Context: an optimization exercise on an open-source flow, tuned for a short achievable clock period and few clock cycles. The choices shown serve that exercise and are no tape-out recipe. For this run, only the layout was checked, not whether the RTL still works. No activity file was given, so power comes from the tool's default toggle rates.

[flow/config.mk]
export PLATFORM = sky130hd
export DESIGN_NAME = dcache_ctrl
export DESIGN_NICKNAME = dcache_ctrl
export VERILOG_FILES = /design/flow/design.v
export SDC_FILE = /design/flow/constraint.sdc
export NUM_CORES = 4
export LEC_CHECK = 0
export ABC_CLOCK_PERIOD_IN_PS = 4000
export CAP_MARGIN = 20
export CORE_MARGIN = 2
export CORE_UTILIZATION = 30
export SETUP_SLACK_MARGIN = 5
export SLEW_MARGIN = 20
export TNS_END_PERCENT = 10
[flow/constraint.sdc]
create_clock -name core_clock -period 9.0 [get_ports {clk}]
set_input_delay 1.8000 -clock core_clock [delete_from_list [all_inputs] [get_ports {clk}]]
set_output_delay 1.8000 -clock core_clock [all_outputs]
set_load 0.01 [all_outputs]
[flow/design.v]
package dcache_pkg;
    localparam int DEF_LINES = 64;
    localparam int IDX_W     = 6;
    localparam int TAG_W     = 24;
    localparam int WB_DEPTH  = 4;
endpackage
module dcache_line_array #(
    parameter int LINES = 64,
    parameter int IDX_W = 6,
    parameter int TAG_W = 24
) (
    input  logic             clk,
    input  logic             rst,
    input  logic [IDX_W-1:0] i_lk_idx,
    output logic [TAG_W-1:0] o_lk_tag,
    output logic             o_lk_vld,
    output logic [31:0]      o_lk_data,
    input  logic             i_tw_en,
    input  logic [IDX_W-1:0] i_tw_idx,
    input  logic [TAG_W-1:0] i_tw_tag,
    input  logic [IDX_W-1:0] i_dw_idx,
    input  logic [3:0]       i_dw_mask,
    input  logic [31:0]      i_dw_data
);
    logic [LINES-1:0]  r_vld;
    logic [31:0]       r_data [LINES];
    logic [TAG_W-1:0]  r_tag  [LINES];
    always_ff @(posedge clk or posedge rst) begin
        if (rst) begin
            r_vld <= '0;
        end else if (i_tw_en) begin
            r_vld[i_tw_idx] <= 1'b1;
        end
    end
    always_ff @(posedge clk) begin
        if (i_tw_en) begin
            r_tag[i_tw_idx] <= i_tw_tag;
        end
    end
    always_ff @(posedge clk) begin
        for (int b = 0; b < 4; b++) begin
            if (i_dw_mask[b]) begin
                r_data[i_dw_idx][8*b +: 8] <= i_dw_data[8*b +: 8];
            end
        end
    end
    assign o_lk_tag  = r_tag[i_lk_idx];
    assign o_lk_vld  = r_vld[i_lk_idx];
    assign o_lk_data = r_data[i_lk_idx];
endmodule
module dcache_ctrl (
    input  logic        clk,
    input  logic        reset,
    input  logic [31:0] dcache_addr,
    input  logic [3:0]  dcache_we,
    input  logic        dcache_re,
    input  logic [31:0] dcache_din,
    output logic [31:0] dcache_dout,
    output logic        stall,
    output logic        mem_req_valid,
    input  logic        mem_req_ready,
    output logic        mem_req_rnw,
    output logic [31:0] mem_req_addr,
    output logic [31:0] mem_req_data,
    output logic [3:0]  mem_req_mask,
    input  logic        mem_resp_valid,
    input  logic [31:0] mem_resp_data
);
    localparam int IDX_W = dcache_pkg::IDX_W;
    localparam int TAG_W = dcache_pkg::TAG_W;
    localparam int WBD   = dcache_pkg::WB_DEPTH;
    localparam int CNT_W = $clog2(WBD + 1);
    logic             r_rp;            
    logic             r_wait;          
    logic             r_sb;            
    logic             r_valid;         
    logic             r_ld_chk;        
    logic             r_st_chk;        
    logic [IDX_W-1:0] r_idx;           
    logic [TAG_W-1:0] r_tag;
    logic [3:0]       r_we;
    logic [31:0]      r_din;
    logic             r_hit;           
    logic [31:0]      r_rd;            
    logic [29:0]      r_wb_addr [WBD];
    logic [31:0]      r_wb_data [WBD];
    logic [3:0]       r_wb_mask [WBD];
    logic [CNT_W-1:0] r_wb_cnt;
    logic             r_wb_ne;
    logic             r_wb_full;
    logic [IDX_W-1:0] w_in_idx;
    logic [TAG_W-1:0] w_in_tag, w_lk_tag;
    logic             w_lk_vld, w_lk_hit;
    logic [31:0]      w_lk_data, w_rd_nxt;
    logic             w_is_wr, w_accept, w_miss, w_st_wr, w_idx_eq, w_ld_acc, w_rp_nxt;
    logic             w_wb_pop, w_wb_push, w_fill, w_rd_take;
    logic [CNT_W-1:0] w_cnt_nxt;
    logic             w_unused;
    assign w_unused  = &{1'b0, dcache_addr[1:0]};
    assign w_in_idx  = dcache_addr[IDX_W+1:2];
    assign w_in_tag  = dcache_addr[31:IDX_W+2];
    assign w_is_wr   = |dcache_we;
    assign w_st_wr   = r_st_chk && r_hit;
    assign w_fill    = r_wait && mem_resp_valid;
    assign w_miss    = r_ld_chk && !r_hit;
    assign stall     = r_sb || w_miss;
    assign w_accept  = !stall && (w_is_wr || dcache_re);
    assign w_wb_push = w_accept && w_is_wr;
    assign w_ld_acc  = w_accept && !w_is_wr;
    assign mem_req_valid = r_valid || w_miss;
    assign mem_req_rnw   = !r_wb_ne;
    assign mem_req_addr  = {r_wb_addr[0], 2'b00};
    assign mem_req_data  = r_wb_data[0];
    assign mem_req_mask  = r_wb_mask[0];
    assign w_wb_pop      = r_wb_ne && mem_req_ready;
    assign w_rd_take     = (r_rp || w_miss) && !r_wb_ne && mem_req_ready;
    assign dcache_dout = r_rd;
    dcache_line_array #(
        .LINES (dcache_pkg::DEF_LINES),
        .IDX_W (IDX_W),
        .TAG_W (TAG_W)
    ) u_array (
        .clk       (clk),
        .rst       (reset),
        .i_lk_idx  (w_in_idx),
        .o_lk_tag  (w_lk_tag),
        .o_lk_vld  (w_lk_vld),
        .o_lk_data (w_lk_data),
        .i_tw_en   (r_rp || w_miss),
        .i_tw_idx  (r_idx),
        .i_tw_tag  (r_tag),
        .i_dw_idx  (r_idx),
        .i_dw_mask (w_fill ? 4'hF : (w_st_wr ? r_we : 4'h0)),
        .i_dw_data (w_fill ? mem_resp_data : r_din)
    );
    assign w_lk_hit = w_lk_vld && (w_lk_tag == w_in_tag);
    assign w_idx_eq = (w_in_idx == r_idx);
    always_comb begin
        for (int b = 0; b < 4; b++) begin
            if (r_wait) begin
                w_rd_nxt[8*b +: 8] = mem_resp_data[8*b +: 8];
            end else if (w_idx_eq && w_st_wr && r_we[b]) begin
                w_rd_nxt[8*b +: 8] = r_din[8*b +: 8];
            end else begin
                w_rd_nxt[8*b +: 8] = w_lk_data[8*b +: 8];
            end
        end
    end
    assign w_rp_nxt  = (r_rp || w_miss) && !w_rd_take;
    assign w_cnt_nxt = r_wb_cnt + CNT_W'(w_wb_push) - CNT_W'(w_wb_pop);
    always_ff @(posedge clk or posedge reset) begin
        if (reset) begin
            r_rp      <= 1'b0;
            r_wait    <= 1'b0;
            r_sb      <= 1'b0;
            r_valid   <= 1'b0;
            r_ld_chk  <= 1'b0;
            r_st_chk  <= 1'b0;
            r_wb_cnt  <= '0;
            r_wb_ne   <= 1'b0;
            r_wb_full <= 1'b0;
        end else begin
            r_ld_chk  <= w_ld_acc;
            r_st_chk  <= w_wb_push;
            r_rp      <= w_rp_nxt;
            r_wait    <= w_rd_take || (r_wait && !mem_resp_valid);
            r_sb      <= w_rp_nxt || w_rd_take || (r_wait && !mem_resp_valid) ||
                         (!w_ld_acc && (w_cnt_nxt == CNT_W'(WBD)));
            r_valid   <= w_rp_nxt || (w_cnt_nxt != '0);
            r_wb_cnt  <= w_cnt_nxt;
            r_wb_ne   <= (w_cnt_nxt != '0);
            r_wb_full <= (w_cnt_nxt == CNT_W'(WBD));
        end
    end
    always_ff @(posedge clk) begin
        r_hit <= w_lk_hit;
        r_rd  <= w_rd_nxt;
    end
    always_ff @(posedge clk) begin
        if (w_accept) begin
            r_idx <= w_in_idx;
            r_tag <= w_in_tag;
            r_we  <= dcache_we;
            r_din <= dcache_din;
        end
    end
    always_ff @(posedge clk) begin
        for (int i = 0; i < WBD; i++) begin
            if (w_wb_push && (CNT_W'(i) == r_wb_cnt - CNT_W'(w_wb_pop))) begin
                r_wb_addr[i] <= dcache_addr[31:2];
                r_wb_data[i] <= dcache_din;
                r_wb_mask[i] <= dcache_we;
            end else if (w_wb_pop) begin
                r_wb_addr[i] <= r_wb_addr[(i + 1) % WBD];
                r_wb_data[i] <= r_wb_data[(i + 1) % WBD];
                r_wb_mask[i] <= r_wb_mask[(i + 1) % WBD];
            end
        end
        if (w_cnt_nxt == '0) begin
            r_wb_addr[0] <= w_ld_acc ? dcache_addr[31:2] : {r_tag, r_idx};
        end
    end
endmodule
[flow/run.sh]
#!/bin/bash
# synth_recipe.tcl (not shown) runs the flow's synth.tcl, then flattens the netlist and writes it again
# the make line also repeats each setting of config.mk as NAME=value (left out here)
make -C /OpenROAD-flow-scripts/flow DESIGN_CONFIG=/design/flow/config.mk WORK_HOME=/design/flow/orfs CLKGATE_MAP_FILE= SYNTH_SCRIPT=/design/flow/synth_recipe.tcl finish
==> run notes <==
==> layout make-up <==
class	count	area [um^2]
clock buffer	479	10100
tap	6916	8650
antenna	18	45.0
sequential	4021	120000
multi-input combinational	2708	35400
timing repair buffer	526	6690
inverter	19	115
clock inverter	210	1980
fill	47100	335000
==> worst min path at each step <==
| stage | from | end | slack, ns | depth (start not counted) |
|---|---|---|---|---|
| after global placement | u_array.r_vld[61] | u_array.r_vld[61] | 0.45 | 1 |
| after global routing | u_array.r_vld[59] | u_array.r_vld[59] | 0.48 | 1 |
| after CTS | u_array.r_vld[58] | u_array.r_vld[58] | 0.47 | 1 |
| final | u_array.r_vld[58] | u_array.r_vld[58] | 0.47 | 1 |
| after detailed placement | u_array.r_vld[58] | u_array.r_vld[58] | 0.46 | 1 |
| after floorplan | u_array.r_vld[0] | u_array.r_vld[0] | 0.43 | 1 |
==> power by group through the flow <==
stage | registers (mW) | logic, mW | clock network, mW
3_5_place_dp | 24.2 | 6.53 | 0
2_1_floorplan | 24.3 | 3.24 | 0
4_1_cts | 23.8 | 7.07 | 16.1
6_report | 23.8 | 7.24 | 15.9
5_1_grt | 23.9 | 7.67 | 16.8
3_3_place_gp | 24.2 | 6.27 | 0
==> layer usage <==
metal | global-route usage | wire, um
met5 | 0 | 53
met4 | 0.0571 | 17400
met2 | 0.262 | 212000
met3 | 0.0334 | 44100
met1 | 0.222 | 177000
==> worst max-delay path, stage by stage <==
cell      delay, ns
buf_8          0.25
buf_6          0.31
nand2b_2       0.35
buf_4          0.33
o22ai_1        0.15
o221ai_2       0.49
o221ai_1       0.27
xnor2_1        0.23
nand4_1        0.11
or4_4          0.56
nor4_2         0.28
==> cell families after synthesis <==
kind of cell,after synthesis,synth area share
other,1,0.0000240
AO/OA/AOI/OAI,420,0.0182
AND/OR/NAND/NOR,825,0.0218
flip-flops,4021,0.769
buffers and inverters,420,0.0125
multiplexers,1416,0.176
XOR/XNOR,33,0.00185
adder cells (fa/ha/maj),9,0.000769
==> stage by stage <==
stage	power, mW	hold WS [ns]
final	47.0	0.469
after detailed placement	30.8	0.457
after global routing	48.4	0.482
after CTS	47.0	0.470
after floorplan	27.6	0.432
after global placement	30.4	0.446
==> synth_stat cells (all sizes together), types with 17 or more instances <==
cell	number
nand3	20
mux2	232
mux4	1038
edfxtp	3914
a21oi	58
buf	201
o21ai	66
nand2b	17
dfxtp	33
nand2	272
xor2	17
dfrtp	74
clkbuf	200
o221ai	27
nor3	20
mux2i	146
inv	19
o22ai	75
o21bai	56
a22oi	72
nor2	417
nor2b	24
==> state kept, by name, indices dropped and copies added, names as in the netlist, 3 cells and up <==
signal / flops
r_din: 32
r_idx: 6
r_rd: 32
r_tag: 24
r_wb_addr: 120
r_wb_cnt: 3
r_wb_data: 128
r_wb_mask: 16
r_we: 4
u_array.r_data: 2048
u_array.r_tag: 1536
u_array.r_vld: 64
==> cells in the final DEF (no fill, tap or decap), types with 20 or more instances in the layout <==
| cell type | n |
|---|---|
| a21oi_1 | 49 |
| o21bai_1 | 56 |
| clkinv_2 | 61 |
| o21ai_0 | 54 |
| dfxtp_1 | 33 |
| bufbuf_16 | 20 |
| buf_6 | 20 |
| clkdlybuf4s50_1 | 193 |
| clkbuf_16 | 404 |
| mux2_2 | 223 |
| mux2i_1 | 142 |
| buf_4 | 188 |
| nand2_1 | 263 |
| o221ai_1 | 26 |
| buf_16 | 52 |
| mux4_2 | 1038 |
| edfxtp_1 | 3914 |
| nor2_1 | 300 |
| clkinv_1 | 77 |
| o22ai_1 | 73 |
| clkinvlp_4 | 20 |
| a22oi_1 | 72 |
| clkbuf_1 | 83 |
| dfrtp_1 | 73 |
| buf_12 | 21 |
| nor2_2 | 25 |
| nor2_4 | 93 |
| bufinv_16 | 31 |
==> repair_timing <==
action                                  in CTS  in global routing
endpoints found under the hold margin        0                  0
pin swaps                                   32                 15
buffers inserted                            25                 21
endpoints found under the setup margin    1078                763
gates resized for setup                    246                 80
hold buffers                                 0                  0
cloned                                      41                 16
==> results.cfg <==
[power_and_ir_drop]
clockPowerShare = 0.338
vdd.ir_drop.worst_mv = 0.295
pwr-share-seq = 0.507
swShare = 0.261
power_density_nw_per_um2 = 257
p_leak_nw = 56.6
switching_power_mw = 12.3
p_int_mw = 34.7
comb_power_share = 0.154

[grt]
grt_pass1_wl_mm = 615
antenna_found_initial = 25
grt_pass1_vias = 77600
grt_max_degree = 75
grt-ovfl-total = 0
track_usage = 0.163

[critical_path]
r2r-end = u_array.r_data[10][31]
r2r_cells = 4
reg2reg_from = r_idx[3]
worstSetupPathType = in2reg
required_ns = 9.87
startpoint_type = input port
crit_path_start = dcache_addr[5]
end_kind = register
endpoint = r_hit
r2r_setup_slack_ns = 4.67
cp.arrival_ns = 5.21
path_max_fanout = 16

[sta]
tns_ns = 0
slew_headroom = 0.147
setup_viol = 0
fin_ws_ns = 4.66
layout_worst_path_cycle_share = 0.482
min_period_ns = 4.34
clock_skew_ns = 0.106
timing.fmax_ghz = 0.230
hold_violations = 0
drv_slew = 0
worst_slew_pin_slew_ns = 1.28
rsz0062_at_grt = true

[synthesis]
synth-seq-area-share = 0.769
ys_types = 64
netlist.area_leader.share = 0.753
yosys_warnings = 5
synthArstFlopShare = 0.0184
synth_area_um2 = 156000
synth-main-ff-cell = edfxtp_1
synthTopCellsByArea = edfxtp_1 (75%), mux4_2 (15%), mux2_2 (1.7%), dfrtp_1 (1.2%), nor2_1 (1.0%)
synth_edf_count = 3914
syn_inst = 7145
avgSynthCellArea_um2 = 21.8
ys_ff_latch = 4021
synth_top_cell_by_area = edfxtp_1

[clock_network]
cts_tree = done
clkLatencyLatePin_ns = 0.98
clock_sinks = 4021
root_buffer = clkbuf_16
htreeDepth = 5
cts_buffer_depth = 4
cts_buffers = 381
cts.clk_slew.worst_paths_ns = 0.07

[run]
drv_cap = 0

[floorplan]
core_area_um2 = 518000
start_util = 0.302
row_count = 264
dieArea_um2 = 526000
num_io_pins = 208
die_x_um = 725
die_h_um = 725

[route]
vias = 78100
dr.pass1.iters = 6
wirelength_mm = 451
ant_nets = 0
vias_per_cell = 5.24
routedWlPerCell_um = 30.3
drc = 0
drt_first_iter_violations = 10700

[placement]
io_buffers = 203
place_area_um2 = 168000
place_hpwl_mm = 257
pre_cts_slack_ns = 2.55
dp.cells = 14100
gp_congestion = 0.814

[outcome]
outcome = no timing/DRC/antenna violations

[layout]
layout.nets = 7771
area_delta_synth_final_pct = 17.3
stdcell_area_um2 = 183000
drive_gt1_frac = 0.295
postLayoutCoreUtil = 0.354
fin_cells = 14900

[min_path]
hold_path.class = reg2reg

[port drivers added, routing unchanged]
Ports are ideal in the flow. The routed layout listed here was re-timed in OpenROAD. Step 1 assumes that a clkbuf_16 drives the clock port and a buf_2 every other input. Step 2 moves the port delays by t, midway between the first and last clock arrival at a register: inputs arrive t later, outputs are due t later. That takes back most of the time a late clock gives input paths. a / b / c = ideal / step 1 / step 2; a / b = the first two.
t, ns: 1.043
slack for setup (ns): 4.659 / 4.445 / 3.402
worst data-port slew with drivers (ns): 0.49
After both steps setup and hold are still met in this run. The setup slack of this run moves by -0.214 ns with the drivers and by -1.257 ns with both steps.
